This design comes from an exercise in tuning for small area, a short achievable clock period and few clock cycles per item on the open sky130 flow, not from production work. Only simulation tests tie the RTL to the original design; equivalence was not proved. Power and IR drop assume default switching activity.

**flow/design.v**
```verilog
`default_nettype none
module conv_accumulator #(
   parameter int IN_W   = 8,
   parameter int ACC_W  = 32,
   parameter int OUT_CH = 16,
   parameter int LEN_W  = 16
) (
   input  wire logic                    clk,
   input  wire logic                    rst,
   input  wire logic                    start,
   input  wire logic [LEN_W-1:0]        len,
   input  wire logic [OUT_CH*ACC_W-1:0] bias,
   input  wire logic [IN_W-1:0]         act_in,
   input  wire logic [OUT_CH*IN_W-1:0]  wgt_in,
   input  wire logic                    in_valid,
   output wire logic                    in_ready,
   output wire logic [OUT_CH*ACC_W-1:0] acc_out,
   output wire logic                    acc_valid,
   output wire logic                    busy,
   output wire logic                    sat_flag
);
   localparam int ND = IN_W / 2;       
   localparam int GRP_CH = 4;
   localparam int NG     = OUT_CH / GRP_CH;
   logic [NG:0]      accum_q;          
   logic [NG:0]      in_ready_q, busy_q;
   logic [LEN_W-1:0] rem_q;            
   logic             acc_valid_q, sat_q;
   logic             last1_q, last2_q, last3_q;    
   logic             slow1_q, slow2_q;             
   logic             near_any;         
   wire [NG:0] accept_g = {(NG+1){start}} & ~busy_q;
   wire [NG:0] take_g   = {(NG+1){in_valid}} & in_ready_q;
   wire accept  = accept_g[0];
   wire take    = take_g[0];
   wire last    = (rem_q == {{(LEN_W-1){1'b0}}, 1'b1});
   wire len_nz  = (len != '0);
   for (genvar g = 0; g <= NG; g++) begin : g_ctl
      wire accum_d = accept_g[g] ? len_nz : (accum_q[g] & ~(take_g[g] & last));
      always_ff @(posedge clk or posedge rst) begin
         if (rst) begin
            accum_q[g]    <= 1'b0;
            in_ready_q[g] <= 1'b0;
            busy_q[g]     <= 1'b0;
         end else begin
            accum_q[g]    <= accum_d;
            in_ready_q[g] <= accum_d & ~(near_any & take_g[g]);
            busy_q[g]     <= accum_d | (take_g[g] & last) | last1_q | (last2_q & slow2_q);
         end
      end
   end
   always_ff @(posedge clk or posedge rst) begin
      if (rst) begin
         acc_valid_q <= 1'b0;
         last1_q     <= 1'b0;
         last2_q     <= 1'b0;
         last3_q     <= 1'b0;
         slow1_q     <= 1'b0;
         slow2_q     <= 1'b0;
      end else begin
         last1_q     <= take & last;
         slow1_q     <= near_any;
         last2_q     <= last1_q;
         slow2_q     <= slow1_q;
         last3_q     <= last2_q & slow2_q;
         acc_valid_q <= (last2_q & ~slow2_q) | last3_q | (accept & ~len_nz);
      end
   end
   always_ff @(posedge clk) begin
      if (!busy_q[0]) rem_q <= len;
      else if (take)  rem_q <= rem_q - 1'b1;
   end
   logic [ND-1:0] one_q [NG], two_q [NG], neg_q [NG];
   logic [OUT_CH*IN_W-1:0] wgt_q;
   for (genvar g = 0; g < NG; g++) begin : g_dig
      logic [ND-1:0] one_d, two_d, neg_d;
      for (genvar j = 0; j < ND; j++) begin : g_rec
         wire b2 = act_in[2*j+1];
         wire b1 = act_in[2*j];
         wire b0 = (j == 0) ? 1'b0 : act_in[(j == 0) ? 0 : 2*j-1];
         assign one_d[j] = take_g[g] & (b1 ^ b0);
         assign two_d[j] = take_g[g] & ((b2 & ~b1 & ~b0) | (~b2 & b1 & b0));
         assign neg_d[j] = take_g[g] & b2 & ~(b1 & b0);
      end
      always_ff @(posedge clk or posedge rst) begin
         if (rst) begin
            one_q[g] <= '0;
            two_q[g] <= '0;
            neg_q[g] <= '0;
         end else begin
            one_q[g] <= one_d;
            two_q[g] <= two_d;
            neg_q[g] <= neg_d;
         end
      end
   end
   always_ff @(posedge clk) wgt_q <= wgt_in;
   logic [OUT_CH*ACC_W-1:0] acc_q;
   logic [OUT_CH-1:0]       ovp_q, ovn_q, near;
   for (genvar c = 0; c < OUT_CH; c++) begin : g_ch
      logic [17:0] ra_d, rb_d, ra_q, rb_q;    
      logic [31:0] acc_d;
      logic        ovp_d, ovn_d;
      cm_tree u_tree (
         .w(wgt_q[c*IN_W +: IN_W]), .one(one_q[c/GRP_CH]), .two(two_q[c/GRP_CH]), .neg(neg_q[c/GRP_CH]),
         .ra(ra_d), .rb(rb_d)
      );
      always_ff @(posedge clk) begin
         ra_q <= ra_d;
         rb_q <= rb_d;
      end
      cm_acc u_acc (
         .acc(acc_q[c*ACC_W +: ACC_W]), .ra(ra_q), .rb(rb_q),
         .bias(bias[c*ACC_W +: ACC_W]), .load(~busy_q[c/GRP_CH]),
         .ovp_q(ovp_q[c]), .ovn_q(ovn_q[c]),
         .acc_d(acc_d), .ovp_d(ovp_d), .ovn_d(ovn_d), .near(near[c])
      );
      always_ff @(posedge clk) begin
         acc_q[c*ACC_W +: ACC_W] <= acc_d;
         ovp_q[c] <= ovp_d;
         ovn_q[c] <= ovn_d;
      end
   end
   assign near_any = |near;
   always_ff @(posedge clk or posedge rst) begin
      if (rst)         sat_q <= 1'b0;
      else if (accept) sat_q <= 1'b0;
      else             sat_q <= sat_q | (|ovp_q) | (|ovn_q);
   end
   assign acc_out   = acc_q;
   assign acc_valid = acc_valid_q;
   assign sat_flag  = sat_q;
   assign in_ready  = in_ready_q[NG];
   assign busy      = busy_q[NG];
endmodule
`default_nettype wire
module cm_tree (
   input  wire logic [7:0]  w,
   input  wire logic [3:0]  one,
   input  wire logic [3:0]  two,
   input  wire logic [3:0]  neg,
   output wire logic [17:0] ra,
   output wire logic [17:0] rb
);
   wire [8:0] m0;
   assign m0[0] = ((one[0] & w[0]) | (two[0] & 1'b0)) ^ neg[0];
   assign m0[1] = ((one[0] & w[1]) | (two[0] & w[0])) ^ neg[0];
   assign m0[2] = ((one[0] & w[2]) | (two[0] & w[1])) ^ neg[0];
   assign m0[3] = ((one[0] & w[3]) | (two[0] & w[2])) ^ neg[0];
   assign m0[4] = ((one[0] & w[4]) | (two[0] & w[3])) ^ neg[0];
   assign m0[5] = ((one[0] & w[5]) | (two[0] & w[4])) ^ neg[0];
   assign m0[6] = ((one[0] & w[6]) | (two[0] & w[5])) ^ neg[0];
   assign m0[7] = ((one[0] & w[7]) | (two[0] & w[6])) ^ neg[0];
   assign m0[8] = ((one[0] & w[7]) | (two[0] & w[7])) ^ neg[0];
   wire [8:0] m1;
   assign m1[0] = ((one[1] & w[0]) | (two[1] & 1'b0)) ^ neg[1];
   assign m1[1] = ((one[1] & w[1]) | (two[1] & w[0])) ^ neg[1];
   assign m1[2] = ((one[1] & w[2]) | (two[1] & w[1])) ^ neg[1];
   assign m1[3] = ((one[1] & w[3]) | (two[1] & w[2])) ^ neg[1];
   assign m1[4] = ((one[1] & w[4]) | (two[1] & w[3])) ^ neg[1];
   assign m1[5] = ((one[1] & w[5]) | (two[1] & w[4])) ^ neg[1];
   assign m1[6] = ((one[1] & w[6]) | (two[1] & w[5])) ^ neg[1];
   assign m1[7] = ((one[1] & w[7]) | (two[1] & w[6])) ^ neg[1];
   assign m1[8] = ((one[1] & w[7]) | (two[1] & w[7])) ^ neg[1];
   wire [8:0] m2;
   assign m2[0] = ((one[2] & w[0]) | (two[2] & 1'b0)) ^ neg[2];
   assign m2[1] = ((one[2] & w[1]) | (two[2] & w[0])) ^ neg[2];
   assign m2[2] = ((one[2] & w[2]) | (two[2] & w[1])) ^ neg[2];
   assign m2[3] = ((one[2] & w[3]) | (two[2] & w[2])) ^ neg[2];
   assign m2[4] = ((one[2] & w[4]) | (two[2] & w[3])) ^ neg[2];
   assign m2[5] = ((one[2] & w[5]) | (two[2] & w[4])) ^ neg[2];
   assign m2[6] = ((one[2] & w[6]) | (two[2] & w[5])) ^ neg[2];
   assign m2[7] = ((one[2] & w[7]) | (two[2] & w[6])) ^ neg[2];
   assign m2[8] = ((one[2] & w[7]) | (two[2] & w[7])) ^ neg[2];
   wire [8:0] m3;
   assign m3[0] = ((one[3] & w[0]) | (two[3] & 1'b0)) ^ neg[3];
   assign m3[1] = ((one[3] & w[1]) | (two[3] & w[0])) ^ neg[3];
   assign m3[2] = ((one[3] & w[2]) | (two[3] & w[1])) ^ neg[3];
   assign m3[3] = ((one[3] & w[3]) | (two[3] & w[2])) ^ neg[3];
   assign m3[4] = ((one[3] & w[4]) | (two[3] & w[3])) ^ neg[3];
   assign m3[5] = ((one[3] & w[5]) | (two[3] & w[4])) ^ neg[3];
   assign m3[6] = ((one[3] & w[6]) | (two[3] & w[5])) ^ neg[3];
   assign m3[7] = ((one[3] & w[7]) | (two[3] & w[6])) ^ neg[3];
   assign m3[8] = ((one[3] & w[7]) | (two[3] & w[7])) ^ neg[3];
   wire m_k1 = m3[2];
   wire m_k2 = m_k1;
   wire m_k3 = m3[5];
   wire m_k4 = m3[7];
   wire m_s5 = m0[6] ^ m1[4];
   wire m_c6 = m0[6] & m1[4];
   wire m_s7 = m0[7] ^ m1[5];
   wire m_c8 = m0[7] & m1[5];
   wire m_s9 = ~m0[8] ^ m1[6];
   wire m_c10 = ~m0[8] & m1[6];
   wire m_s11 = m1[7] ^ m2[5];
   wire m_c12 = m1[7] & m2[5];
   wire m_s13 = ~m1[8] ^ m2[6];
   wire m_c14 = ~m1[8] & m2[6];
   wire m_s15 = m0[4] ^ m1[2];
   wire m_c16 = m0[4] & m1[2];
   wire m_s17 = m0[5] ^ m1[3];
   wire m_c18 = m0[5] & m1[3];
   wire m_s19 = m2[2] ^ m3[0] ^ neg[3];
   wire m_c20 = (m2[2] & m3[0]) | (m2[2] & neg[3]) | (m3[0] & neg[3]);
   wire m_s21 = m2[3] ^ m3[1] ^ m_c6;
   wire m_c22 = (m2[3] & m3[1]) | (m2[3] & m_c6) | (m3[1] & m_c6);
   wire m_s23 = m2[4] ^ ~m_k1 ^ m_c8;
   wire m_c24 = (m2[4] & ~m_k1) | (m2[4] & m_c8) | (~m_k1 & m_c8);
   wire m_s25 = m3[3] ^ ~m_k2 ^ m_c10;
   wire m_c26 = (m3[3] & ~m_k2) | (m3[3] & m_c10) | (~m_k2 & m_c10);
   wire m_s27 = m3[4] ^ m_k2 ^ m_c12;
   wire m_c28 = (m3[4] & m_k2) | (m3[4] & m_c12) | (m_k2 & m_c12);
   wire m_s29 = m2[7] ^ ~m_k3;
   wire m_c30 = m2[7] & ~m_k3;
   wire m_s31 = ~m2[8] ^ m3[6];
   wire m_c32 = ~m2[8] & m3[6];
   wire m_s33 = m0[2] ^ m1[0];
   wire m_c34 = m0[2] & m1[0];
   wire m_s35 = m0[3] ^ m1[1];
   wire m_c36 = m0[3] & m1[1];
   wire m_s37 = m2[0] ^ neg[2] ^ m_s15;
   wire m_c38 = (m2[0] & neg[2]) | (m2[0] & m_s15) | (neg[2] & m_s15);
   wire m_s39 = m2[1] ^ m_c16 ^ m_s17;
   wire m_c40 = (m2[1] & m_c16) | (m2[1] & m_s17) | (m_c16 & m_s17);
   wire m_s41 = m_s5 ^ m_c18 ^ m_s19;
   wire m_c42 = (m_s5 & m_c18) | (m_s5 & m_s19) | (m_c18 & m_s19);
   wire m_s43 = m_s7 ^ m_c20 ^ m_s21;
   wire m_c44 = (m_s7 & m_c20) | (m_s7 & m_s21) | (m_c20 & m_s21);
   wire m_s45 = m_s9 ^ m_c22 ^ m_s23;
   wire m_c46 = (m_s9 & m_c22) | (m_s9 & m_s23) | (m_c22 & m_s23);
   wire m_s47 = m_s11 ^ m_c24 ^ m_s25;
   wire m_c48 = (m_s11 & m_c24) | (m_s11 & m_s25) | (m_c24 & m_s25);
   wire m_s49 = m_s13 ^ m_c26 ^ m_s27;
   wire m_c50 = (m_s13 & m_c26) | (m_s13 & m_s27) | (m_c26 & m_s27);
   wire m_s51 = m_c14 ^ m_c28 ^ m_s29;
   wire m_c52 = (m_c14 & m_c28) | (m_c14 & m_s29) | (m_c28 & m_s29);
   wire m_s53 = m_k3 ^ m_c30 ^ m_s31;
   wire m_c54 = (m_k3 & m_c30) | (m_k3 & m_s31) | (m_c30 & m_s31);
   wire m_s55 = ~m_k4 ^ m_c32;
   wire m_c56 = ~m_k4 & m_c32;
   wire m_s57 = ~m3[8] ^ m_k4;
   wire m_c58 = ~m3[8] & m_k4;
   assign ra = {1'b1, 1'b1, 1'b1, m_c56, m_c54, m_c52, m_c50, m_c48, m_c46, m_c44, m_c42, m_c40, m_c38, m_c36, m_c34, neg[1], m0[1], m0[0]};
   assign rb = {1'b0, 1'b0, m_c58, m_s57, m_s55, m_s53, m_s51, m_s49, m_s47, m_s45, m_s43, m_s41, m_s39, m_s37, m_s35, m_s33, 1'b0, neg[0]};
endmodule
module cm_acc (
   input  wire logic [31:0] acc,
   input  wire logic [17:0] ra,
   input  wire logic [17:0] rb,
   input  wire logic [31:0] bias,
   input  wire logic        load,
   input  wire logic        ovp_q,
   input  wire logic        ovn_q,
   output wire logic [31:0] acc_d,
   output wire logic        ovp_d,
   output wire logic        ovn_d,
   output wire logic        near
);
   wire a_s1 = acc[0] ^ ra[0];
   wire a_c2 = acc[0] & ra[0];
   wire a_s3 = acc[1] ^ ra[1];
   wire a_c4 = acc[1] & ra[1];
   wire a_s5 = acc[2] ^ ra[2] ^ rb[2];
   wire a_c6 = (acc[2] & ra[2]) | (acc[2] & rb[2]) | (ra[2] & rb[2]);
   wire a_s7 = acc[3] ^ ra[3] ^ rb[3];
   wire a_c8 = (acc[3] & ra[3]) | (acc[3] & rb[3]) | (ra[3] & rb[3]);
   wire a_s9 = acc[4] ^ ra[4] ^ rb[4];
   wire a_c10 = (acc[4] & ra[4]) | (acc[4] & rb[4]) | (ra[4] & rb[4]);
   wire a_s11 = acc[5] ^ ra[5] ^ rb[5];
   wire a_c12 = (acc[5] & ra[5]) | (acc[5] & rb[5]) | (ra[5] & rb[5]);
   wire a_s13 = acc[6] ^ ra[6] ^ rb[6];
   wire a_c14 = (acc[6] & ra[6]) | (acc[6] & rb[6]) | (ra[6] & rb[6]);
   wire a_s15 = acc[7] ^ ra[7] ^ rb[7];
   wire a_c16 = (acc[7] & ra[7]) | (acc[7] & rb[7]) | (ra[7] & rb[7]);
   wire a_s17 = acc[8] ^ ra[8] ^ rb[8];
   wire a_c18 = (acc[8] & ra[8]) | (acc[8] & rb[8]) | (ra[8] & rb[8]);
   wire a_s19 = acc[9] ^ ra[9] ^ rb[9];
   wire a_c20 = (acc[9] & ra[9]) | (acc[9] & rb[9]) | (ra[9] & rb[9]);
   wire a_s21 = acc[10] ^ ra[10] ^ rb[10];
   wire a_c22 = (acc[10] & ra[10]) | (acc[10] & rb[10]) | (ra[10] & rb[10]);
   wire a_s23 = acc[11] ^ ra[11] ^ rb[11];
   wire a_c24 = (acc[11] & ra[11]) | (acc[11] & rb[11]) | (ra[11] & rb[11]);
   wire a_s25 = acc[12] ^ ra[12] ^ rb[12];
   wire a_c26 = (acc[12] & ra[12]) | (acc[12] & rb[12]) | (ra[12] & rb[12]);
   wire a_s27 = acc[13] ^ ra[13] ^ rb[13];
   wire a_c28 = (acc[13] & ra[13]) | (acc[13] & rb[13]) | (ra[13] & rb[13]);
   wire a_s29 = acc[14] ^ ra[14] ^ rb[14];
   wire a_c30 = (acc[14] & ra[14]) | (acc[14] & rb[14]) | (ra[14] & rb[14]);
   wire a_s31 = acc[15] ^ 1'b1 ^ rb[15];
   wire a_c32 = (acc[15] & 1'b1) | (acc[15] & rb[15]) | (1'b1 & rb[15]);
   wire a_g33 = rb[0] & a_s1;
   wire a_p34 = rb[0] ^ a_s1;
   wire a_g35 = a_c2 & a_s3;
   wire a_p36 = a_c2 ^ a_s3;
   wire a_g37 = a_c4 & a_s5;
   wire a_p38 = a_c4 ^ a_s5;
   wire a_g39 = a_c6 & a_s7;
   wire a_p40 = a_c6 ^ a_s7;
   wire a_g41 = a_c8 & a_s9;
   wire a_p42 = a_c8 ^ a_s9;
   wire a_g43 = a_c10 & a_s11;
   wire a_p44 = a_c10 ^ a_s11;
   wire a_g45 = a_c12 & a_s13;
   wire a_p46 = a_c12 ^ a_s13;
   wire a_g47 = a_c14 & a_s15;
   wire a_p48 = a_c14 ^ a_s15;
   wire a_g49 = a_c16 & a_s17;
   wire a_p50 = a_c16 ^ a_s17;
   wire a_g51 = a_c18 & a_s19;
   wire a_p52 = a_c18 ^ a_s19;
   wire a_g53 = a_c20 & a_s21;
   wire a_p54 = a_c20 ^ a_s21;
   wire a_g55 = a_c22 & a_s23;
   wire a_p56 = a_c22 ^ a_s23;
   wire a_g57 = a_c24 & a_s25;
   wire a_p58 = a_c24 ^ a_s25;
   wire a_g59 = a_c26 & a_s27;
   wire a_p60 = a_c26 ^ a_s27;
   wire a_g61 = a_c28 & a_s29;
   wire a_p62 = a_c28 ^ a_s29;
   wire a_g63 = a_c30 & a_s31;
   wire a_p64 = a_c30 ^ a_s31;
   wire a_g65 = a_g35 | (a_p36 & a_g33);
   wire a_p66 = a_p36 & a_p34;
   wire a_g67 = a_g39 | (a_p40 & a_g37);
   wire a_p68 = a_p40 & a_p38;
   wire a_g69 = a_g43 | (a_p44 & a_g41);
   wire a_p70 = a_p44 & a_p42;
   wire a_g71 = a_g47 | (a_p48 & a_g45);
   wire a_p72 = a_p48 & a_p46;
   wire a_g73 = a_g51 | (a_p52 & a_g49);
   wire a_p74 = a_p52 & a_p50;
   wire a_g75 = a_g55 | (a_p56 & a_g53);
   wire a_p76 = a_p56 & a_p54;
   wire a_g77 = a_g59 | (a_p60 & a_g57);
   wire a_p78 = a_p60 & a_p58;
   wire a_g79 = a_g63 | (a_p64 & a_g61);
   wire a_p80 = a_p64 & a_p62;
   wire a_g81 = a_g37 | (a_p38 & a_g65);
   wire a_p82 = a_p38 & a_p66;
   wire a_g83 = a_g67 | (a_p68 & a_g65);
   wire a_p84 = a_p68 & a_p66;
   wire a_g85 = a_g45 | (a_p46 & a_g69);
   wire a_p86 = a_p46 & a_p70;
   wire a_g87 = a_g71 | (a_p72 & a_g69);
   wire a_p88 = a_p72 & a_p70;
   wire a_g89 = a_g53 | (a_p54 & a_g73);
   wire a_p90 = a_p54 & a_p74;
   wire a_g91 = a_g75 | (a_p76 & a_g73);
   wire a_p92 = a_p76 & a_p74;
   wire a_g93 = a_g61 | (a_p62 & a_g77);
   wire a_p94 = a_p62 & a_p78;
   wire a_g95 = a_g79 | (a_p80 & a_g77);
   wire a_p96 = a_p80 & a_p78;
   wire a_g97 = a_g41 | (a_p42 & a_g83);
   wire a_p98 = a_p42 & a_p84;
   wire a_g99 = a_g69 | (a_p70 & a_g83);
   wire a_p100 = a_p70 & a_p84;
   wire a_g101 = a_g85 | (a_p86 & a_g83);
   wire a_p102 = a_p86 & a_p84;
   wire a_g103 = a_g87 | (a_p88 & a_g83);
   wire a_p104 = a_p88 & a_p84;
   wire a_g105 = a_g57 | (a_p58 & a_g91);
   wire a_p106 = a_p58 & a_p92;
   wire a_g107 = a_g77 | (a_p78 & a_g91);
   wire a_p108 = a_p78 & a_p92;
   wire a_g109 = a_g93 | (a_p94 & a_g91);
   wire a_p110 = a_p94 & a_p92;
   wire a_g111 = a_g95 | (a_p96 & a_g91);
   wire a_p112 = a_p96 & a_p92;
   wire a_g113 = a_g49 | (a_p50 & a_g103);
   wire a_p114 = a_p50 & a_p104;
   wire a_g115 = a_g73 | (a_p74 & a_g103);
   wire a_p116 = a_p74 & a_p104;
   wire a_g117 = a_g89 | (a_p90 & a_g103);
   wire a_p118 = a_p90 & a_p104;
   wire a_g119 = a_g91 | (a_p92 & a_g103);
   wire a_p120 = a_p92 & a_p104;
   wire a_g121 = a_g105 | (a_p106 & a_g103);
   wire a_p122 = a_p106 & a_p104;
   wire a_g123 = a_g107 | (a_p108 & a_g103);
   wire a_p124 = a_p108 & a_p104;
   wire a_g125 = a_g109 | (a_p110 & a_g103);
   wire a_p126 = a_p110 & a_p104;
   wire a_g127 = a_g111 | (a_p112 & a_g103);
   wire a_p128 = a_p112 & a_p104;
   wire [15:0] t = {a_p64 ^ a_g125, a_p62 ^ a_g123, a_p60 ^ a_g121, a_p58 ^ a_g119, a_p56 ^ a_g117, a_p54 ^ a_g115, a_p52 ^ a_g113, a_p50 ^ a_g103, a_p48 ^ a_g101, a_p46 ^ a_g99, a_p44 ^ a_g97, a_p42 ^ a_g83, a_p40 ^ a_g81, a_p38 ^ a_g65, a_p36 ^ a_g33, a_p34};
   wire cy = a_g127;            
   wire c16 = a_c32;       
   wire [15:0] hi = acc[31:16];
   wire a_all1129 = hi[0] & hi[1];
   wire a_all1130 = a_all1129 & hi[2];
   wire a_all1131 = a_all1130 & hi[3];
   wire a_all1132 = a_all1131 & hi[4];
   wire a_all1133 = a_all1132 & hi[5];
   wire a_all1134 = a_all1133 & hi[6];
   wire a_all1135 = a_all1134 & hi[7];
   wire a_all1136 = a_all1135 & hi[8];
   wire a_all1137 = a_all1136 & hi[9];
   wire a_all1138 = a_all1137 & hi[10];
   wire a_all1139 = a_all1138 & hi[11];
   wire a_all1140 = a_all1139 & hi[12];
   wire a_all1141 = a_all1140 & hi[13];
   wire a_all1142 = a_all1141 & hi[14];
   wire [15:0] all1 = {a_all1142, a_all1141, a_all1140, a_all1139, a_all1138, a_all1137, a_all1136, a_all1135, a_all1134, a_all1133, a_all1132, a_all1131, a_all1130, a_all1129, hi[0], 1'b1};
   wire a_all0143 = ~hi[0] & ~hi[1];
   wire a_all0144 = a_all0143 & ~hi[2];
   wire a_all0145 = a_all0144 & ~hi[3];
   wire a_all0146 = a_all0145 & ~hi[4];
   wire a_all0147 = a_all0146 & ~hi[5];
   wire a_all0148 = a_all0147 & ~hi[6];
   wire a_all0149 = a_all0148 & ~hi[7];
   wire a_all0150 = a_all0149 & ~hi[8];
   wire a_all0151 = a_all0150 & ~hi[9];
   wire a_all0152 = a_all0151 & ~hi[10];
   wire a_all0153 = a_all0152 & ~hi[11];
   wire a_all0154 = a_all0153 & ~hi[12];
   wire a_all0155 = a_all0154 & ~hi[13];
   wire a_all0156 = a_all0155 & ~hi[14];
   wire [15:0] all0 = {a_all0156, a_all0155, a_all0154, a_all0153, a_all0152, a_all0151, a_all0150, a_all0149, a_all0148, a_all0147, a_all0146, a_all0145, a_all0144, a_all0143, ~hi[0], 1'b1};
   wire [15:0] flip1 = c16 ? all1 : 16'd0;     
   wire [15:0] flip0 = c16 ? 16'd0 : all0;     
   wire        at_max = ~hi[15] & all1[15];
   wire        at_min = hi[15] & all0[15];
   assign ovp_d = cy & c16 & at_max;
   assign ovn_d = ~cy & ~c16 & at_min;
   assign near = (~hi[15] & (&hi[14:2])) | (hi[15] & ~(|hi[14:2]));
   wire [31:0] fix  = load ? bias : (ovp_q ? 32'h7fffffff : 32'h80000000);
   wire        keep = ~load & ~ovp_q & ~ovn_q;
   wire [15:0] hi1  = keep ? hi ^ flip1 : fix[31:16];
   wire [15:0] hi0  = keep ? hi ^ flip0 : fix[31:16];
   assign acc_d = {cy ? hi1 : hi0, keep ? t : fix[15:0]};
endmodule
```
**flow/flow/run.sh**
```bash
#!/bin/bash
# Layout flow: the standard flow (standard.sh: unchanged synthesis and
# steps) with these changes to how the layout is made:
#  * ports are buffered with sky130_fd_sc_hd__buf_1 instead of the default
#    pick, a delay buffer (clkdlybuf4s50_1) that is larger and slower;
#    timing repair still resizes them where needed;
#  * clock tree synthesis clusters up to 22 sinks per leaf buffer and adds no
#    dummy loads (fewer, fuller leaf buffers).
# Each tool's output is in orfs/logs/ (ORFS's own logs); what standard.sh
# prints goes to standard.log.
set -euo pipefail
here=$(pwd)
export BUFFER_PORTS_ARGS="-buffer_cell sky130_fd_sc_hd__buf_1"
export CTS_ARGS="-sink_clustering_enable -repair_clock_nets -dont_use_dummy_load -sink_clustering_size 22 -sink_clustering_max_diameter 80"
bash standard.sh SETUP_SLACK_MARGIN=5.2 finish > "$here/standard.log" 2>&1
```
**flow/standard.sh**
```bash
#!/bin/bash
# synth_recipe.tcl (not shown) runs the flow's synth.tcl, then flattens the netlist and writes it again
# the make line also repeats each setting of config.mk as NAME=value (left out here)
make -C /OpenROAD-flow-scripts/flow DESIGN_CONFIG=/design/flow/config.mk WORK_HOME=/design/flow/orfs CLKGATE_MAP_FILE= SYNTH_SCRIPT=/design/flow/synth_recipe.tcl "${@:-finish}"
```
**flow/config.mk**
```make
export PLATFORM = sky130hd
export DESIGN_NAME = conv_accumulator
export DESIGN_NICKNAME = conv_accumulator
export VERILOG_FILES = /design/flow/design.v
export SDC_FILE = /design/flow/constraint.sdc
export NUM_CORES = 4
export LEC_CHECK = 0
export ABC_AREA = 1
export CAP_MARGIN = 20
export CORE_MARGIN = 2
export CORE_UTILIZATION = 65
export SLEW_MARGIN = 20
```
**flow/constraint.sdc**
```tcl
create_clock -name core_clock -period 9.0 [get_ports {clk}]
set_input_delay 1.8000 -clock core_clock [delete_from_list [all_inputs] [get_ports {clk}]]
set_output_delay 1.8000 -clock core_clock [all_outputs]
set_load 0.01 [all_outputs]
```
==> flow_results.org, run 1 <==
** Die
- Die Ht :: 349 um
- In this run the horizontal extent of the chip is 349 um.
- During I/O placement, the number of pins put on the boundary was between 1000 and 1500.
- The core region is 0.118 mm2.
- Count of standard-cell rows :: between 100 and 150
- The initial utilization of the core area, before any placement, comes to 65.5%.
- Floorplan die area :: 0.122 mm2

** Worst setup path
- Worst path slowest cell :: sky130_fd_sc_hd__buf_1
- The worst setup path is launched from a flip-flop.
- Delay contributed by the slowest stage of the critical path :: 0.65 ns
- Largest driver fanout on the critical path :: 7
- Worst setup path category :: reg -> out
- Data arrival time at the worst-slack endpoint :: 1.76 ns
- Worst endpoint required time :: slightly above 7 ns
- Cell family contributing the most delay on the critical path :: buffers and inverters
- Crit path capture type :: output port
- In this run the number of cells on the critical path is 1.
- Logic depth of the worst register-to-register path :: 11
- Cell chain of the critical path :: buf_1
- Counting both buffers and inverters, the worst setup path holds a total of 1.

** Clocking
- TritonCTS built the clock tree.
- The number of hold buffers added after CTS was 0.
- The H-tree was split into 3 levels.
- Counting along the longest clock path gives a buffer depth of 3.
- Clock Sink Count :: 1214
- The number of clock buffers added by TritonCTS is 72.
- The cell sitting at the root of the clock tree is a sky130_fd_sc_hd__clkbuf_16.
- Clock slew at the register clock pins of the worst setup and hold paths :: 0.09 ns
- At the later pin of the worst-skew pair, clock insertion delay measures 0.70 ns.

** Placement
- The congestion estimate from routability-driven global placement came to 1.06.
- Area post-placement :: between 0.08 and 0.09 mm2
- Once placement completed, the tool counted placed cells totaling around 12000.
- Port buffer count :: 1183
- Worst-case setup slack after placement :: 5.30 ns
- Half-perimeter wire length after detailed placement :: 233000 um

** Global routing
- Total routing usage reported by global routing :: around 47%
- Number of global-route vias before repair :: 72100
- Entering global routing, the biggest net connects 78 pins.
- For this run the aggregate overflow at the end of global routing stands at 0.
- Number of antenna violations at the first check in global routing :: 87
- The first global-routing pass estimated 437000 um of wire.

** Power and ir drop
- Net switching component of the power :: 21.2 mW
- Static leakage :: roughly 41 nW
- Internal power summed over all cells :: 18.5 mW
- After layout, the design draws a total of approximately 40 mW.
- VDD sags by at most 430 uV.
- Of the total power, registers draw 26.1%.
- Power density relative to cell area :: about 470 mW/mm2
- The clock network is responsible for under 10% of the overall power.
- Combinational cells account for approximately two thirds of the total power.
- Switching Share :: 53.4%

** Timing
- At the pin with the least slew margin, the transition time is 1.14 ns.
- Setup repair after global routing left no endpoint under its margin.
- Counting I/O delays and the setup requirement, the final critical path takes 3.56 ns.
- Hold Slack :: 0.366 ns
- Fmax :: 281 MHz
- Final setup slack of the worst path :: 5.44 ns
- Rel. slew slack :: 23.8%
- Setup violation total in the final timing report :: 0
- The total count of hold-check failures in the final report is 0.
- Final period utilization :: 39.6%
- Setup total negative slack on the finished layout was measured at 0 ns.
- Number of slew-limit violations in the final report :: 0
- Clock skew on the completed layout was measured at 0.0592 ns.

** Synth
- Post-Syn Instances :: 9461
- Synth cell count leaders :: 1659 x sky130_fd_sc_hd__nand2_1, 1128 x sky130_fd_sc_hd__dfxtp_1, 1099 x sky130_fd_sc_hd__inv_1, 704 x sky130_fd_sc_hd__a21oi_1, 675 x sky130_fd_sc_hd__xor2_1
- By area the synthesized netlist is led by sky130_fd_sc_hd__dfxtp_1 29%, sky130_fd_sc_hd__fa_1 12%, sky130_fd_sc_hd__ha_1 8.9%.
- The synthesized design contains 16 enable-type register cells.
- Counting distinct cell types in the post-synthesis netlist gives 55.
- A synthesized cell averages 8.16 um2.
- Ys flop type :: sky130_fd_sc_hd__dfxtp_1
- Among all cell types in the netlist, the one instantiated most often is sky130_fd_sc_hd__nand2_1.
- Counting flops with an async set or reset pin after synthesis yields a share of 5.77%.
- In this run the cell area of the synthesized design comes to 0.0772 mm2.
- Count of state elements after synthesis :: 1214
- Of the synthesized area, sequential elements account for roughly a third.
- The biggest area contributor in the post-synthesis netlist is sky130_fd_sc_hd__dfxtp_1.
- For this run, the number of Yosys warnings is 7.
- Net Count, Synth :: 11100
- The share of synthesized area in the top cell type comes to between 20% and 30%.

** Route
- Sum of routed wire length over all layers :: 297000 um
- The routed layout has ~75000 vias.
- Post-route antenna net violation count :: 0
- Dividing the detail-routed via count by the number of cells gives 6.20.
- The detailed router finished its first iteration with 9551 violations.
- After detailed routing, the number of remaining DRC violations is 0.
- The pre-antenna-repair detailed-routing pass consisted of 9 iterations.
- Routed len/inst :: approximately 25 um

** Layout
- Leaving out filler cells and counting taps, the final layout contains 12100.
- Of the cells placed in the final design, the portion with a size suffix greater than 1 is approximately 3.2%.
- Post-route cell area :: 0.0847 mm2
- At the end of the flow the core is filled with cells to 71.8%.
- Total number of nets in the final design :: ~12000
- From synthesis to final layout, the design area changed by 9.63%.
- After filler insertion, the fill cell instance count of the layout stands at ~9300.

** Outcome
- The run finished with no timing, DRC or antenna violations.

** Min path
- Worst hold path depth :: 0
- The worst hold path belongs to the class reg -> reg.

** Job
- Number of max-cap violations :: 0
==> per-layer routing <==
layer	routed length, um	GRT usage (%)	vias up
li1	-	-	33400
met1	100000	54.0	35000
met2	127000	71.2	4896
met3	36900	15.8	1482
met4	32900	42.0	44
met5	287	0	-
==> cells in the final DEF, fill, tap and decap left out, types with 64 or more instances in the layout <==
cell	synthesis	layout
sky130_fd_sc_hd__ha_1	549	549
sky130_fd_sc_hd__inv_2	67	64
sky130_fd_sc_hd__nor2_1	566	563
sky130_fd_sc_hd__clkbuf_16	0	72
sky130_fd_sc_hd__fa_1	448	448
sky130_fd_sc_hd__o211ai_1	64	64
sky130_fd_sc_hd__nor3_1	109	109
sky130_fd_sc_hd__inv_1	1099	1097
sky130_fd_sc_hd__a21oi_1	704	704
sky130_fd_sc_hd__xnor2_1	65	65
sky130_fd_sc_hd__nand2_1	1659	1659
sky130_fd_sc_hd__diode_2	0	65
sky130_fd_sc_hd__dfxtp_1	1128	1128
sky130_fd_sc_hd__buf_1	80	1183
sky130_fd_sc_hd__o22ai_1	449	449
sky130_fd_sc_hd__nand3_1	627	627
sky130_fd_sc_hd__o21ai_0	388	385
sky130_fd_sc_hd__xor2_1	675	675
sky130_fd_sc_hd__nand4_1	115	115
==> flip-flops by register name (all words and copies together) (netlist names) <==
signal	count
acc_q	512
g_ch.ra_q	228
g_ch.rb_q	228
wgt_q	128
neg_q	16
one_q	16
ovn_q	16
ovp_q	16
rem_q	16
two_q	16
accum_q	5
busy_q	5
in_ready_q	5
acc_valid_q	1
last1_q	1
last2_q	1
last3_q	1
sat_q	1
slow1_q	1
slow2_q	1
==> cell type report <==
cell class / count / area (um2) / share of cell area [%]
diodes: 65 / 163 / 0.192
clock buffers: 72 / 1800 / 2.13
inverters: 1166 / 4390 / 5.18
multi-input cells: 6790 / 46800 / 55.3
flip-flops and latches: 1214 / 24800 / 29.3
well taps: 1536 / 1920 / 2.27
repair buffers: 1217 / 4720 / 5.58
==> power groups by stage <==
stage / Sequential (mW) / Clock, mW / Combinational [mW]
after global routing: 10.5 / 3.50 / 28.8
after CTS: 10.2 / 3.32 / 25.2
after detailed placement: 10.3 / 0 / 24.9
after floorplan: 10.0 / 0 / 17.5
after global placement: 10.3 / 0 / 23.7
final: 10.3 / 3.33 / 26.0
==> final timing paths <==
path,startpoint,end,slack [ns]
setup / recovery,acc_q[122],acc_out[122],5.44
hold / removal,slow1_q,slow2_q,0.37
setup reg to reg,g_ch[4].ra_q[2],acc_q[212],5.46
hold reg to reg,slow1_q,slow2_q,0.37
max in group asynchronous,rst,neg_q[1][0],6.94
min in group asynchronous,rst,one_q[2][3],1.46
==> cells by family after synthesis <==
family | after synthesis | synth area share [%]
buffers and inverters | 1457 | 7.23
muxes | 12 | 0.175
adders and majority gates | 997 | 20.5
AOI/OAI and AO/OA | 1775 | 13.1
and+or+nand+nor | 3266 | 18.5
DFF | 1214 | 32.1
xor gates and xnor gates | 740 | 8.39
==> what timing repair did <==
item,in CTS,in global routing
setup buffers,0,0
resized for setup,0,4
endpoints found under the setup margin,0,17
Testbench counts, summed over its fixed seeds: cycles 18,820, beats 17,372.
==> run 2, diff against run 1 <==
--- a/flow/flow/run.sh
+++ b/flow/flow/run.sh
@@ -12,4 +12,4 @@
 here=$(pwd)
 export BUFFER_PORTS_ARGS="-buffer_cell sky130_fd_sc_hd__buf_1"
 export CTS_ARGS="-sink_clustering_enable -repair_clock_nets -dont_use_dummy_load -sink_clustering_size 22 -sink_clustering_max_diameter 80"
-bash standard.sh SETUP_SLACK_MARGIN=5.2 finish > "$here/standard.log" 2>&1
+bash standard.sh SETUP_SLACK_MARGIN=5.8 finish > "$here/standard.log" 2>&1
==> run 2 against run 1 <==
Clock skew down 0.0065 ns. First-iteration DRC count is 6.3% lower. Sequential power is essentially flat. Area after synthesis unchanged. Sequential share of layout area hardly changed. Register-to-register slack better by 0.35 ns. Total power rose by 0.70%. Cell count is essentially flat. Die area unchanged. Non-clock buffer count rose by 8. Critical endpoint is now acc_out[426]. Largest cell class unchanged. Largest power group unchanged.
==> flow_results.org, run 2 <==
** Worst setup path
- Broken down by cell family, the worst path's largest delay share belongs to flip-flops.
- CP Launch Type :: flip-flop
- STA puts the critical path data arrival time at 1.44 ns.
- Worst setup path category :: reg -> out
- Largest driver fanout on the critical path :: 2
- Crit path capture type :: output port
- Worst path bufs/invs :: 1
- Delay contributed by the slowest stage of the critical path :: around 0.50 ns
- Cell chain of the critical path :: buf_2
- Worst endpoint required time :: 7.20 ns
- On the critical path, the stage with the largest delay is an instance of sky130_fd_sc_hd__dfxtp_1.

** Outcome
- Status :: finished clean

** Placement
- Final estimated routing congestion in global placement :: approximately 1.1
- The count of buffers added on input and output ports is ~1200.
- Half-perimeter wire length after detailed placement :: between 200000 and 250000 um
- Worst-case setup slack after placement :: 5.05 ns
- Area post-placement :: 0.0827 mm2

** Synth
- Averaged over all synthesized cells, the footprint is 8.16 um2.
- Leading cell types by total area after synthesis :: sky130_fd_sc_hd__dfxtp_1 29%, sky130_fd_sc_hd__fa_1 12%, sky130_fd_sc_hd__ha_1 8.9%
- Counting flops with a built-in enable in the synthesized netlist gives 16.
- The commonest cells after synthesis are 1659 x sky130_fd_sc_hd__nand2_1, 1128 x sky130_fd_sc_hd__dfxtp_1, 1099 x sky130_fd_sc_hd__inv_1, 704 x sky130_fd_sc_hd__a21oi_1, 675 x sky130_fd_sc_hd__xor2_1.
- In this run, synthesis produced a sequential element count of 1214.
- Post-synth top area cell :: sky130_fd_sc_hd__dfxtp_1
- Post-Syn Instances :: 9461
- Counting every net in the synthesized netlist gives 11100.
- The Yosys step of the flow raised 7 warnings.
- Proportion of synthesized chip area in sequential cells :: 32.1%
- The most used flip-flop cell after synthesis is sky130_fd_sc_hd__dfxtp_1.
- Most frequent cell after synthesis :: sky130_fd_sc_hd__nand2_1
- After synthesis, the netlist uses 55 different library cells.
- Of the post-synthesis cell area, the dominant cell type holds 29.2%.
- Summing every instance area after synthesis gives 0.0772 mm2.
- Asr flop ratio synth :: 5.77%

** Power and ir drop
- For this design the ratio of total power to cell area is roughly 470 mW/mm2.
- Internal power summed over all cells :: 18.8 mW
- The share of total power dissipated in the clock network is 8.4%.
- The worst-case IR drop observed on VDD is 436 uV.
- Part of the total power dissipated in combinational logic :: roughly two thirds
- Sequential power share :: 26.2%
- Summed over all cells, the static leakage comes to 41.2 nW.
- Net switching is 53.0% of the power.
- Net switching component of the power :: 21.2 mW

** Layout
- Final Util :: 72.3%
- The post-route netlist has 5.73% of its cells at a drive strength greater than 1.
- Largest registers :: acc_q (512), g_ch.ra_q (228), g_ch.rb_q (228)
- The library cell used most frequently in the layout, excluding fill and tap cells, is sky130_fd_sc_hd__nand2_1.
- Relative area change from synthesis to final layout :: 10.4%
- Ranked by flip-flop count, first place goes to acc_q.
- After routing the design area is 0.0852 mm2.
- Most frequent cells in the layout :: 1656 x sky130_fd_sc_hd__nand2_1, 1091 x sky130_fd_sc_hd__inv_1, 1047 x sky130_fd_sc_hd__buf_1
- In the final design database the tool counted 12100 nets.
- Flip-flop count of the largest register, all copies and words added :: approximately 500

** Route
- Initial DRC Count :: 8950
- The final layout contains routed wiring with a total length of between 200000 and 300000 um.
- After detailed routing, the average wire length per cell comes to 24.4 um.
- Detail-routed via count per cell :: slightly above 6
- Total number of vias :: 74400
- The detail route stage leaves a number of antenna-violating nets equal to 0.
- In the routed design, unresolved DRC markers number 0.
- The first TritonRoute pass finished after 9 iterations.

** Die
- The die covers roughly 0.12 mm2.
- Die Ht :: 349 um
- Count of standard-cell rows :: 126
- The floorplan step set the die width to between 300 and 400 um.
- Pin placement for this block handled 1184 I/O pins.
- Once the floorplan was initialized, standard cells occupied 65.5% of the core.
- The core region is about 0.12 mm2.

** Timing
- RSZ-0062 raised after global routing :: no
- The worst path meets setup with approximately 5.8 ns of slack.
- Setup violations remaining at the end of the flow were counted as 0.
- The total count of hold-check failures in the final report was 0.
- Worst Clk Skew :: 0.0527 ns
- Fmax :: 309 MHz
- The worst pin sits at a relative slew slack of 26.1%.
- For the pin with the worst max-slew slack, the measured transition is 1.11 ns.
- After layout, the minimum clock period comes to 3.24 ns.
- Setup total negative slack on the finished layout was measured at 0 ns.
- Final period utilization :: 36.0%
- Number of slew-limit violations in the final report :: 0

** Min path
- Worst Hold Class :: reg -> reg

** Global routing
- Total global routing overflow :: 0
- Number of global-route vias before repair :: 71600
- Largest net degree at the start of global routing :: 80
- The first global-routing pass estimated 432000 um of wire.
- In the global route stage, overall resource usage came out at between 40 and 50%.
- Number of antenna violations at the first check in global routing :: 72

** Clocking
- After clock tree synthesis, the clock-pin slew on the worst setup and hold paths is roughly 0.090 ns.
- Root buffer cell :: sky130_fd_sc_hd__clkbuf_16
- TritonCTS created 74 clock buffers.
- Bufs on Longest Clock Path :: 3
- Clock Sink Count :: 1214
- Maximum level of the CTS H-tree :: 3
- TritonCTS built the clock tree.
- The later pin in the worst-skew pair is clocked with a latency of ~0.70 ns.

** Job
- Max-cap violations in this run came to 0.
-- run 2: path summary, 6_finish.rpt --
check | from | to | slack [ns] | cells past startpoint
worst max register to register | one_q[0][0] | g_ch[0].rb_q[8] | 5.81 | 8
worst max-delay path | acc_q[426] | acc_out[426] | 5.76 | 1
worst min-delay path | slow1_q | slow2_q | 0.36 | 0
min in group asynchronous | rst | two_q[1][1] | 1.49 | 3
max in group asynchronous | rst | acc_valid_q | 6.88 | 3
worst min register to register | slow1_q | slow2_q | 0.36 | 0
-- run 2: power by group through the flow --
stage,clock (mW),combinational [mW],sequential (mW)
after floorplan,0,17.5,10.0
after global placement,0,23.7,10.3
after detailed placement,0,24.8,10.4
after CTS,3.35,25.2,10.3
after global routing,3.53,29.0,10.6
final,3.37,26.1,10.5
-- run 2: per-layer routing --
metal	up-vias	routed length, um	global-route usage, %
met5	-	247	0.200
met4	32	30300	39.4
met3	1338	36200	15.1
met2	4679	127000	70.9
met1	35000	101000	53.9
li1	33400	-	-
-- run 2: kinds of logic after synthesis --
kind of cell    synth area share (%)
simple gates                    18.5
compound gates                  13.1
buf+inv                         7.23
flops                           32.1
fa+ha+maj                       20.5
xor+xnor                        8.39
mux                            0.175
-- run 2: per-stage QoR --
step / std cells / power [mW] / hold slack (ns)
finish: 12100 / 39.9 / 0.359
global route: 12100 / 43.1 / 0.372
CTS: 12000 / 38.9 / 0.362
detailed placement: 11900 / 35.2 / 0.341
global placement: 11900 / 34.0 / 0.333
floorplan: 9461 / 27.5 / 0.331
-- run 2: area by class of cell --
class                   count  area (um2)
diodes                     58         145
repair buffers           1225        5010
inverters                1166        4410
flip-flops and latches   1214       25000
fillers                  9304       32700
repair inverters            3        20.0
well taps                1536        1920
clock buffers              74        1850
multi-input cells        6790       46900
-- run 2: timing repair --
action | CTS | global route
hold buffers | 0 | 0
gates cloned | 0 | 3
endpoints found under the setup margin | 284 | 223
gates resized for setup | 213 | 84
buffers inserted | 0 | 7
pin swaps | 0 | 2
-- run 2: worst register-to-register path, cell delays in order (launching register included) --
cell and delay, ns:
sky130_fd_sc_hd__dfrtp_1 0.75, sky130_fd_sc_hd__inv_2 0.42, sky130_fd_sc_hd__o22ai_1 0.33, sky130_fd_sc_hd__xor2_1 0.21
sky130_fd_sc_hd__ha_1 0.18, sky130_fd_sc_hd__inv_1 0.06, sky130_fd_sc_hd__fa_1 0.53, sky130_fd_sc_hd__inv_1 0.06
sky130_fd_sc_hd__fa_1 0.51
==> run 3, diff against run 2 <==
--- a/flow/flow/run.sh
+++ b/flow/flow/run.sh
@@ -12,4 +12,4 @@
 here=$(pwd)
 export BUFFER_PORTS_ARGS="-buffer_cell sky130_fd_sc_hd__buf_1"
 export CTS_ARGS="-sink_clustering_enable -repair_clock_nets -dont_use_dummy_load -sink_clustering_size 22 -sink_clustering_max_diameter 80"
-bash standard.sh SETUP_SLACK_MARGIN=5.8 finish > "$here/standard.log" 2>&1
+bash standard.sh SETUP_SLACK_MARGIN=6 finish > "$here/standard.log" 2>&1
==> run 3 against run 2 <==
Clock skew about the same. Critical path depth is the same. Cell area up 8.0%. First-iteration DRC count up 7.1%. Wire length is 4.7% higher. Total power is 10% higher. Sequential power is essentially flat. Cell count up 3.2%. Setup slack improved by 0.055 ns. Sequential cell count did not move. Die area is the same. Utilization up 5.8 points. Critical path type unchanged. Largest cell class unchanged. Highest routed layer unchanged.
==> flow_results.org, run 3 <==
** Timing
- Number of slew-limit violations in the final report :: 0
- Final period utilization :: a little over a third
- Worst Clk Skew :: 0.0522 ns
- Counting I/O delays and the setup requirement, the final critical path takes 3.18 ns.
- Measured against its own limit, the worst slew margin works out to roughly a quarter.
- Hold violation total from the final report :: 0
- Worst-margin pin slew :: 1.12 ns
- Setup violation total in the final timing report :: 0
- Fmax :: about 310 MHz
- Sum of negative setup slack :: 0 ns
- RSZ-0062 raised after global routing :: yes
- After layout, the worst setup slack is 5.82 ns.
- Hold Slack :: about 0.36 ns

** Die
- The initial utilization of the core area, before any placement, comes to about two thirds.
- Pin placement for this block handled 1184 I/O pins.
- Measured along the y axis, the die boundary spans 349 um.
- The die covers 0.122 mm2.
- Measured along the x axis, the die boundary spans between 300 and 400 um.
- Count of standard-cell rows :: 126
- Core Area :: 0.118 mm2

** Layout
- More flip-flops sit in one register than any other, and that register is acc_q.
- Leaving out fill and tap cells, the most frequent cell in the layout is sky130_fd_sc_hd__nand2_1.
- The library cells used most frequently in the layout, excluding fill and tap cells, are 1648 x sky130_fd_sc_hd__nand2_1, 1085 x sky130_fd_sc_hd__inv_1, 696 x sky130_fd_sc_hd__a21oi_1.
- The largest registers in the layout are acc_q (512), g_ch.ra_q (228), g_ch.rb_q (228).
- Count of fill cells added during filler insertion :: 8178
- Flip-flop count of the largest register, all copies and words added :: between 500 and 600
- Relative area change from synthesis to final layout :: 19.3%
- For this run, the post-layout net count is 12500.
- In the final layout, the share of cells above drive strength 1 is 16.7%.

** Clocking
- Root buffer cell :: sky130_fd_sc_hd__clkbuf_16
- CTS built an H-tree with a depth of 3.
- Clock latency reported for the late side of the worst-skew pair :: 0.71 ns
- After clock tree synthesis, the clock-pin slew on the worst setup and hold paths is roughly 0.09 ns.
- TritonCTS buffer count :: 74
- TritonCTS built the clock tree.
- Counting along the longest clock path gives a buffer depth of 3.
- Clock Sink Count :: 1214

** Synth
- Count of state elements after synthesis :: 1214
- Synth cell types :: 55
- Synthesis produced 9461 cells.
- The synthesized design devotes to its leading area cell type 29.2% of total area.
- Synth cell count leaders :: 1659 x sky130_fd_sc_hd__nand2_1, 1128 x sky130_fd_sc_hd__dfxtp_1, 1099 x sky130_fd_sc_hd__inv_1, 704 x sky130_fd_sc_hd__a21oi_1, 675 x sky130_fd_sc_hd__xor2_1
- Leading cell types by total area after synthesis :: sky130_fd_sc_hd__dfxtp_1 29%, sky130_fd_sc_hd__fa_1 12%, sky130_fd_sc_hd__ha_1 8.9%
- In the synthesized netlist the async set-or-reset flop fraction comes to 5.77%.
- Net Count, Synth :: around 11000
- In this run, synthesis inferred 16 flip-flops with an integrated enable.
- YS warnings :: 7
- Ys flop type :: sky130_fd_sc_hd__dfxtp_1
- Most frequent cell after synthesis :: sky130_fd_sc_hd__nand2_1
- The average instance in the mapped netlist occupies 8.16 um2.
- Post-synth top area cell :: sky130_fd_sc_hd__dfxtp_1
- Proportion of synthesized chip area in sequential cells :: roughly a third
- The mapped netlist covers 0.0772 mm2.

** Route
- The routed layout has 77600 vias.
- Post-route antenna net violation count :: 0
- Detail-routed via count per cell :: 6.23
- In the final routed layout, each cell accounts on average for 24.8 um.
- For this run, design rule violations remaining after detail routing come to 0.
- Initial DRC Count :: ~9600
- Sum of routed wire length over all layers :: 309000 um
- The first TritonRoute pass finished after 9 iterations.

** Worst setup path
- The largest single stage delay on the critical path is 0.52 ns.
- CP Launch Type :: flip-flop
- In this run the register-to-register setup slack is roughly 6.0 ns.
- Logic depth of the worst register-to-register path :: 5
- The worst register-to-register path begins at one_q[1][3].
- Counting both buffers and inverters, the worst setup path holds a total of 1.
- In this run the worst path has a maximum fanout of 2.
- The signal on the critical path passes through buf_6.
- Capture point of the worst reg-to-reg path :: g_ch[5].rb_q[10]
- Cell family contributing the most delay on the critical path :: flip-flops
- STA puts the critical path data required time at 7.20 ns.
- Worst setup path category :: reg -> out
- Worst path slowest cell :: sky130_fd_sc_hd__dfrtp_2
- Crit path capture type :: output port
- At the worst endpoint, the arrival time is 1.38 ns.

** Power and ir drop
- Peak VDD IR :: 403 uV
- In this run the power density over the cells is 478 mW/mm2.
- Summed over all cells, the static leakage comes to 45.0 nW.

** Outcome
- Status :: finished clean

** Placement
- In this run the tool buffered the top-level ports with 1183 buffer cells.
- Worst-case setup slack after placement :: 5.05 ns
- After legalization and detailed placement, the total HPWL measured 231000 um.
- The congestion estimate from routability-driven global placement came to roughly 1.1.

** Min path
- The worst hold path was traced through 0 stages.
- In this run the worst hold path is classified as reg -> reg.
- End of the worst hold path :: slow2_q
- Critical hold path startpoint :: slow1_q

** Global routing
- Number of global-route vias before repair :: approximately 75000
- Across every metal layer, demand over resource in global routing totals approximately half.
- The number of antenna violations at the first check in global routing was 75.
- Entering global routing, the biggest net connects 80 pins.
- The first global-routing pass estimated 450000 um of wire.
- Total global routing overflow :: 0

** Job
- Number of max-cap violations :: 0
-- run 3: cell types whose count changed in the layout (fill, tap and decap cells not counted), sizes merged --
cell	previous run	this run
clkinvlp	9	11
buf	1201	1615
inv	1159	1155
diode	58	55
nor2	616	619
clkinv	1	2
clkbuf	98	75
-- run 3: layout make-up --
class,instances,area [um2],area share [%]
timing repair buffer,1616,10200,11.1
clock buffer,74,1850,2.01
tap,1536,1920,2.09
inverter,1166,4450,4.83
sequential,1214,26300,28.5
multi-input combinational,6793,47200,51.3
timing repair inverter,2,15.0,0.0163
antenna,55,138,0.149
-- run 3: worst max-delay path by stage --
| stage | startpoint | to | slack [ns] | depth (start not counted) |
|---|---|---|---|---|
| after global routing | sat_q | sat_flag | 5.83 | 1 |
| after global placement | busy_q[0] | acc_q[61] | 5.14 | 11 |
| final | sat_q | sat_flag | 5.82 | 1 |
| after detailed placement | busy_q[0] | acc_q[62] | 5.05 | 11 |
| after CTS | acc_valid_q | acc_valid | 5.84 | 1 |
| after floorplan | in_valid | rem_q[0] | 6.06 | 3 |
-- run 3: where the power goes --
group          internal, mW  total (mW)  switching [mW]
Sequential             8.37        10.4            2.00
Combinational          11.9        30.3            18.4
Clock                  1.47        3.37            1.91
-- run 3: logic make-up (layout without fill, tap and decap cells) --
| group | count (synthesis) | in the layout | synth area share [%] |
|---|---|---|---|
| buf+inv | 1457 | 2858 | 7.23 |
| simple gates | 3266 | 3269 | 18.5 |
| mux | 12 | 12 | 0.175 |
| xor+xnor | 740 | 740 | 8.39 |
| compound gates | 1775 | 1775 | 13.1 |
| fa+ha+maj | 997 | 997 | 20.5 |
| other cells | 0 | 55 | 0 |
| flops | 1214 | 1214 | 32.1 |
-- run 3: metal layers --
layer | global-route usage, % | up-vias | wire length (um)
li1 | - | 34200 | -
met1 | 54.5 | 36500 | 102000
met2 | 73.6 | 5336 | 132000
met3 | 17.5 | 1553 | 40500
met4 | 42.9 | 36 | 33400
met5 | 0 | - | 229
-- run 3: through the flow --
step	total power, mW	instance area (um2)	utilization [%]	cells
floorplan	27.5	77200	-	9461
global placement	34.0	82600	70.1	11900
detailed placement	35.2	82700	70.1	11900
CTS	41.7	91100	77.3	12400
global route	47.1	92100	78.1	12500
finish	44.0	92100	78.1	12500
-- run 3: repair_timing --
item	4_1_cts	5_1_grt
resized for setup	1837	118
pin swaps	0	13
gates cloned	1	5
endpoints found under the setup margin	741	331
setup buffers	358	39
hold buffers	0	0
hold endpoints to repair	0	0
==> run 4, diff against run 3 <==
--- a/flow/flow/run.sh
+++ b/flow/flow/run.sh
@@ -12,4 +12,4 @@
 here=$(pwd)
 export BUFFER_PORTS_ARGS="-buffer_cell sky130_fd_sc_hd__buf_1"
 export CTS_ARGS="-sink_clustering_enable -repair_clock_nets -dont_use_dummy_load -sink_clustering_size 22 -sink_clustering_max_diameter 80"
-bash standard.sh SETUP_SLACK_MARGIN=6 finish > "$here/standard.log" 2>&1
+bash standard.sh SETUP_SLACK_MARGIN=5.9 finish > "$here/standard.log" 2>&1
--- a/flow/config.mk
+++ b/flow/config.mk
@@ -8,5 +8,5 @@
 export ABC_AREA = 1
 export CAP_MARGIN = 20
 export CORE_MARGIN = 2
-export CORE_UTILIZATION = 65
+export CORE_UTILIZATION = 72
 export SLEW_MARGIN = 20
==> run 4 against run 3 <==
Now fails the layout checks on capacitance limit, slew limit. Via count increased by 4.0%. Total power fell by 2.9%. Combinational power fell by 6%. Area after synthesis stayed put. Largest power group unchanged. Utilization increased by 2.9 points. First-iteration DRC count rose by 27%. Sequential cell count unchanged. Synthesized cell count unchanged.
==> flow_results.org, run 4 <==
** Timing
- Worst Clk Skew :: 0.0679 ns
- Rel. slew slack :: -15.5%
- RSZ-0062 raised after global routing :: yes
- Sum of negative setup slack :: 0 ns
- The final critical path takes up 36.2% of the cycle.
- Fmax :: about 310 MHz
- Setup violation total in the final timing report :: 0
- The total count of hold-check failures in the final report is 0.
- For the pin with the worst max-slew slack, the measured transition is roughly 1.7 ns.
- The final number of max-transition violations came to 2.
- For the finished layout, the period the worst path requires is 3.26 ns.

** Synth
- In this run the mean area of a mapped cell was 8.16 um2.
- Number of enable flip-flop cells after synthesis :: 16
- After synthesis, the largest area contributor takes up 29.2% of total cell area.
- Synth cell count leaders :: 1659 x sky130_fd_sc_hd__nand2_1, 1128 x sky130_fd_sc_hd__dfxtp_1, 1099 x sky130_fd_sc_hd__inv_1, 704 x sky130_fd_sc_hd__a21oi_1, 675 x sky130_fd_sc_hd__xor2_1
- Net Count, Synth :: 11100
- Post-Syn Instances :: 9461
- By area the synthesized netlist is led by sky130_fd_sc_hd__dfxtp_1 29%, sky130_fd_sc_hd__fa_1 12%, sky130_fd_sc_hd__ha_1 8.9%.
- Post-synth top area cell :: sky130_fd_sc_hd__dfxtp_1
- Summing every instance area after synthesis gives about 0.077 mm2.
- Most frequent cell after synthesis :: sky130_fd_sc_hd__nand2_1
- Among all flip-flop cells after synthesis, the most frequent one is sky130_fd_sc_hd__dfxtp_1.
- For this run, asynchronously set or reset flops after synthesis account for roughly 5.8%.
- YS warnings :: 7
- Synthesis instantiated 55 different standard cells from the library.
- Proportion of synthesized chip area in sequential cells :: 32.1%
- The synthesized design contains roughly 1200 register bits.

** Global routing
- Number of global-route vias before repair :: 77500
- Total global routing overflow :: 0
- Global routing consumed, over all layers together, 56.3% of the routing resources.
- Most Crowded Layer GR :: met2
- Global-route wire length before repair :: 470000 um
- Fraction of met2 tracks used by global routing :: 83.5%
- Number of antenna violations at the first check in global routing :: just under 90
- Global routing used 23.5% of the available met3 tracks.
- M1 GR Usage :: 58.8%
- Entering global routing, the biggest net connects 93 pins.

** Route
- Detail-routed via count per cell :: 6.75
- The pre-antenna-repair detailed-routing pass consisted of 20 iterations.
- After detailed routing, the total wire length is 326000 um.
- DR DRC count :: 0
- Routed len/inst :: between 20 and 30 um
- Post-route antenna net violation count :: 0
- Across all layers, the routed design uses approximately 80000 vias.
- Initial DRC Count :: about 12000

** Worst setup path
- Data arrival time at the worst-slack endpoint :: 1.46 ns
- Largest driver fanout on the critical path :: 2
- The worst setup path is launched from a flip-flop.
- Cell chain of the critical path :: buf_6
- On the critical path, the stage with the largest delay is an instance of sky130_fd_sc_hd__dfrtp_2.
- Data on the critical path is required at its endpoint by 7.20 ns.
- Worst setup path category :: reg -> out
- Worst path bufs/invs :: 1
- STA classifies the critical path endpoint as an output port.
- On the worst path, the slowest cell contributes a delay of 0.57 ns.
- Cell family contributing the most delay on the critical path :: flip-flops

** Die
- After floorplanning, the core was sized to cover 0.107 mm2.
- The die is 331 um tall.
- Chip Width :: 331 um
- Initial Utilization :: 72.3%
- Count of standard-cell rows :: 120
- During I/O placement, the number of pins put on the boundary was 1184.
- Floorplan die area :: roughly 0.11 mm2

** Placement
- The HPWL after detailed placement is 240000 um.
- The congestion estimate from routability-driven global placement came to 1.13.
- Port buffer count :: ~1200

** Layout
- The net count of the finished layout is around 12000.
- Largest registers :: acc_q (512), g_ch.ra_q (228), g_ch.rb_q (228)
- Of the cells placed in the final design, the portion with a size suffix greater than 1 is between 10% and 20%.
- Flip-flop count of the largest register, all copies and words added :: 512
- Top reg by flops :: acc_q
- The layout has ~6600 filler cells.
- The area growth from synthesis to layout is 12.0%.
- The library cell used most frequently in the layout, excluding fill and tap cells, is sky130_fd_sc_hd__nand2_1.
- Most frequent cells in the layout :: 1653 x sky130_fd_sc_hd__nand2_1, 1089 x sky130_fd_sc_hd__inv_1, 882 x sky130_fd_sc_hd__buf_1

** Clocking
- In this run, CTS created clock tree buffers numbering 70.
- In this run the deepest clock path goes through 3 buffers.
- At the later pin of the worst-skew pair, clock insertion delay measures 0.75 ns.
- After clock tree synthesis, the clock-pin slew on the worst setup and hold paths is about 0.09 ns.
- TritonCTS built the clock tree.
- The cell sitting at the root of the clock tree is a sky130_fd_sc_hd__clkbuf_16.
- Maximum level of the CTS H-tree :: 3
- For this design, the sink count on the clock tree is 1214.

** Outcome
- Layout Check Fail Reasons :: capacitance limit, slew limit
- Status :: finished with violations

** Power and ir drop
- Peak VDD IR :: approximately 280 uV
- Power consumption :: 42.7 mW
- Static leakage :: 41.9 nW
- Power spread over the standard cell area amounts to just under 500 mW/mm2.

** Job
- Max-cap violations in this run came to 1.

** Min path
- The min-delay analysis places its worst path in the category reg -> reg.
-- run 4: cell counts after synthesis --
No cell type changed its count.
-- run 4: timing repair --
item	4_1_cts	5_1_grt
buffers inserted	4	22
pin swaps	1	6
cloned	0	3
hold buffers	0	0
endpoints found under the setup margin	526	550
resized for setup	606	412
-- run 4: layer usage --
metal / share of wire (%) / vias up
li1: - / 33500
met1: 30 / 36700
met2: 41 / 7549
met3: 15 / 2886
met4: 14 / 42
met5: 0.14 / -
-- run 4: path summary, 6_finish.rpt --
| check | cells after the start | end | start | slack [ns] |
|---|---|---|---|---|
| max in group asynchronous | 3 | neg_q[2][1] | rst | 7.02 |
| min in group asynchronous | 3 | one_q[3][0] | rst | 1.32 |
| worst max register to register | 12 | acc_q[317] | g_ch[8].ra_q[2] | 5.88 |
| worst min-delay path | 0 | slow2_q | slow1_q | 0.37 |
| worst min register to register | 0 | slow2_q | slow1_q | 0.37 |
| worst max-delay path | 1 | sat_flag | sat_q | 5.74 |
-- run 4: area by class of cell --
class                      instances  area [um2]  area share [%]
multi-input combinational       6791       47100            54.4
sequential                      1214       25600            29.6
timing repair buffer            1241        5690            6.58
inverter                        1166        4430            5.12
tap                             1403        1760            2.03
clock buffer                      70        1750            2.03
antenna                           74         185           0.214
timing repair inverter             1        5.00         0.00579
-- run 4: worst reg2reg max path, delay by kind of cell (launching register included) --
kind                       cells  cell delay [ns]
buffers and inverters          1             0.23
DFF                            1             0.49
and+or+nand+nor                8             1.18
adders and majority gates      2             0.81
AOI/OAI and AO/OA              1             0.30
-- run 4: logic make-up (layout without fill, tap and decap cells) --
logic type | count (synthesis) | count (layout) | synth area share [%]
and+or+nand+nor | 3266 | 3267 | 18.5
AOI/OAI and AO/OA | 1775 | 1775 | 13.1
buffers and inverters | 1457 | 2478 | 7.23
DFF | 1214 | 1214 | 32.1
adders and majority gates | 997 | 997 | 20.5
xor gates and xnor gates | 740 | 740 | 8.39
muxes | 12 | 12 | 0.175
other | 0 | 74 | 0
-- run 4: power breakdown --
part	switching (mW)	total, mW	internal (mW)
clock	1.92	3.31	1.39
combinational	18.4	28.6	10.1
sequential	2.72	10.9	8.13
total	23.1	42.7	19.7
-- run 4: metrics by stage --
stage	hold slack [ns]	util, %	instances	setup slack, ns	instance area, um2
finish	0.370	81.0	12000	5.74	86500
global route	0.375	80.9	11900	5.76	86400
CTS	0.369	79.8	11900	5.82	85200
detailed placement	0.336	77.2	11800	4.93	82500
global placement	0.334	77.2	11800	4.95	82500
floorplan	0.331	-	9461	6.06	77200
==> run 5, diff against run 4 <==
--- a/flow/config.mk
+++ b/flow/config.mk
@@ -8,5 +8,5 @@
 export ABC_AREA = 1
 export CAP_MARGIN = 20
 export CORE_MARGIN = 2
-export CORE_UTILIZATION = 72
+export CORE_UTILIZATION = 65
 export SLEW_MARGIN = 20
==> run 5 against run 4 <==
The run now finishes clean. Setup slack gained 0.085 ns. First-iteration DRC count fell by 30%. Hold slack got worse by 0.0029 ns. Maximum frequency up 2.7%. Wire length fell by 8.9%.
==> flow_results.org, run 5 <==
** Global routing
- Global routing finished with a remaining overflow of 0.
- The via count of the first global-routing pass is approximately 72000.
- Entering global routing, the biggest net connects 80 pins.
- M1 GR Usage :: 54.3%
- In this run the most used layer during global routing was met2.
- Global-route met3 utilization :: 14.7%

** Synth
- Asr flop ratio synth :: 5.77%
- The top cell type by area accounts for 29.2% of the synthesized area.
- Ys flop type :: sky130_fd_sc_hd__dfxtp_1
- Net Count, Synth :: 11100
- The synthesized design contains 16 enable-type register cells.
- Avg Synthesized Cell Area :: 8.16 um2
- Count of state elements after synthesis :: roughly 1200
- The mapped netlist covers 0.0772 mm2.
- YS warnings :: 7
- The largest total area in the synthesized netlist belongs to sky130_fd_sc_hd__dfxtp_1.

** Outcome
- The flow ran to the end and the layout has no timing, DRC or antenna violations.

** Power and ir drop
- The worst-case IR drop observed on VDD is 445 uV.
- Per report_power, the clock group accounts for under 10% of the total.
- For this design the ratio of total power to cell area is 471 mW/mm2.

** Layout
- In the layout the commonest cells are 1654 x sky130_fd_sc_hd__nand2_1, 1089 x sky130_fd_sc_hd__inv_1, 931 x sky130_fd_sc_hd__buf_1.
- For this run, the share of the core covered by cells in the final layout is 73.2%.
- In the final layout, the registers with the most flip-flops are acc_q (512), g_ch.ra_q (228), g_ch.rb_q (228).

** Route
- DR pass1 iterations :: 10
- After detailed routing, the number of vias per cell comes to 6.21.
- DR DRC count :: 0
- Wires add up to 297000 um.
- For this block, the initial DRC count from the detailed router was 8532.

** Timing
- Worst-margin pin slew :: roughly 1.1 ns
- In the post-route analysis, the smallest setup slack over all paths is 5.83 ns.
- Number of slew-limit violations in the final report :: 0
- Hold violation total from the final report :: 0
- Rel. slew slack :: 25.5%
- Setup violations remaining at the end of the flow were counted as 0.
- Final period utilization :: 35.2%
- Worst Clk Skew :: 0.0540 ns

** Worst setup path
- STA classifies the critical path endpoint as an output port.
- For this run, the slowest stage of the critical path takes 0.51 ns.
- In this run the register-to-register setup slack is 5.90 ns.
- The worst setup path is launched from a flip-flop.

** Job
- Number of max-cap violations :: 0

** Clocking
- Bufs on Longest Clock Path :: 3
- TritonCTS buffer count :: 74
- Root buffer cell :: sky130_fd_sc_hd__clkbuf_16
- CTS built an H-tree with a depth of 3.

** Die
- The die covers 0.122 mm2.
- between 1000 and 1500 I/O pins were placed.

** Placement
- Prior to clock tree synthesis, the placed netlist has a worst setup slack of about 5.1 ns.
- Routability-driven placement finished with a final weighted congestion of 1.07.
==> run 5: logic make-up after synthesis <==
kind of cell               Yosys count  synth area share [%]
and+or+nand+nor                   3266                  18.5
AOI/OAI and AO/OA                 1775                  13.1
buffers and inverters             1457                  7.23
DFF                               1214                  32.1
adders and majority gates          997                  20.5
xor gates and xnor gates           740                  8.39
muxes                               12                 0.175
==> run 5: what timing repair did <==
item / in CTS / in global routing
setup buffers: 3 / 12
resized for setup: 713 / 118
endpoints found under the setup margin: 565 / 273
pin swaps: 0 / 3
hold buffers: 0 / 0
cloned: 1 / 3
==> run 5: routing by layer <==
layer	routed length [um]	vias up
met5	207	-
met3	35900	1341
met2	128000	4817
met4	30900	28
li1	-	33400
met1	102000	35400
==> run 5: layout make-up <==
type,instances,share of cell area (%)
Clock buffer,74,2.15
Tap cell,1536,2.23
Timing Repair Buffer,1233,6.37
Antenna cell,60,0.174
Timing Repair inverter,3,0.0261
Sequential cell,1214,29.5
Multi-Input combinational cell,6791,54.5
Inverter,1166,5.12
==> run 5: worst paths after layout <==
kind	startpoint	endpoint	cells past startpoint
max in group asynchronous	rst	neg_q[2][0]	3
worst max register to register	one_q[3][2]	g_ch[12].rb_q[10]	6
worst max-delay path	sat_q	sat_flag	1
worst min register to register	slow1_q	slow2_q	0
min in group asynchronous	rst	two_q[1][1]	3
worst min-delay path	slow1_q	slow2_q	0
==> run 5: per-stage QoR <==
stage / area, um2 / instances / hold WS (ns)
finish: 86300 / 12100 / 0.367
global route: 86200 / 12100 / 0.372
CTS: 85700 / 12000 / 0.362
detailed placement: 82700 / 11900 / 0.341
global placement: 82600 / 11900 / 0.333
floorplan: 77200 / 9461 / 0.331
==> run 5: power groups by stage <==
stage | Clock [mW] | Combinational, mW | Sequential (mW)
floorplan | 0 | 17.5 | 10.0
global placement | 0 | 23.7 | 10.3
detailed placement | 0 | 24.8 | 10.4
CTS | 3.35 | 25.4 | 10.5
global route | 3.52 | 29.4 | 10.8
finish | 3.36 | 26.6 | 10.7

-- afterwards: timing with drivers on the ports --
The results above use ideal ports. As a check the final layouts listed here were re-extracted and re-timed, cells and wires unchanged.
Step 1 sets driving cells, clkbuf_16 on the clock port and buf_2 on the other inputs (assumed; they add their load-dependent delay and slew).
Step 2 times the ports against the registers' clock, not the clock port: input delays grow and output delays shrink by t, the midpoint of the rising clock arrivals with the driver on.
Slacks: ideal ports / drivers / drivers and shift; pairs: ideal ports / drivers.
run | t (ns) | setup WS [ns]
run 1 | 0.758 | 5.436 / 5.347 / 5.357
run 2 | 0.763 | 5.760 / 5.675 / 5.420
run 3 | 0.774 | 5.815 / 5.724 / 5.403
run 4 | 0.804 | 5.744 / 5.658 / 5.239
run 5 | 0.772 | 5.829 / 5.738 / 5.410
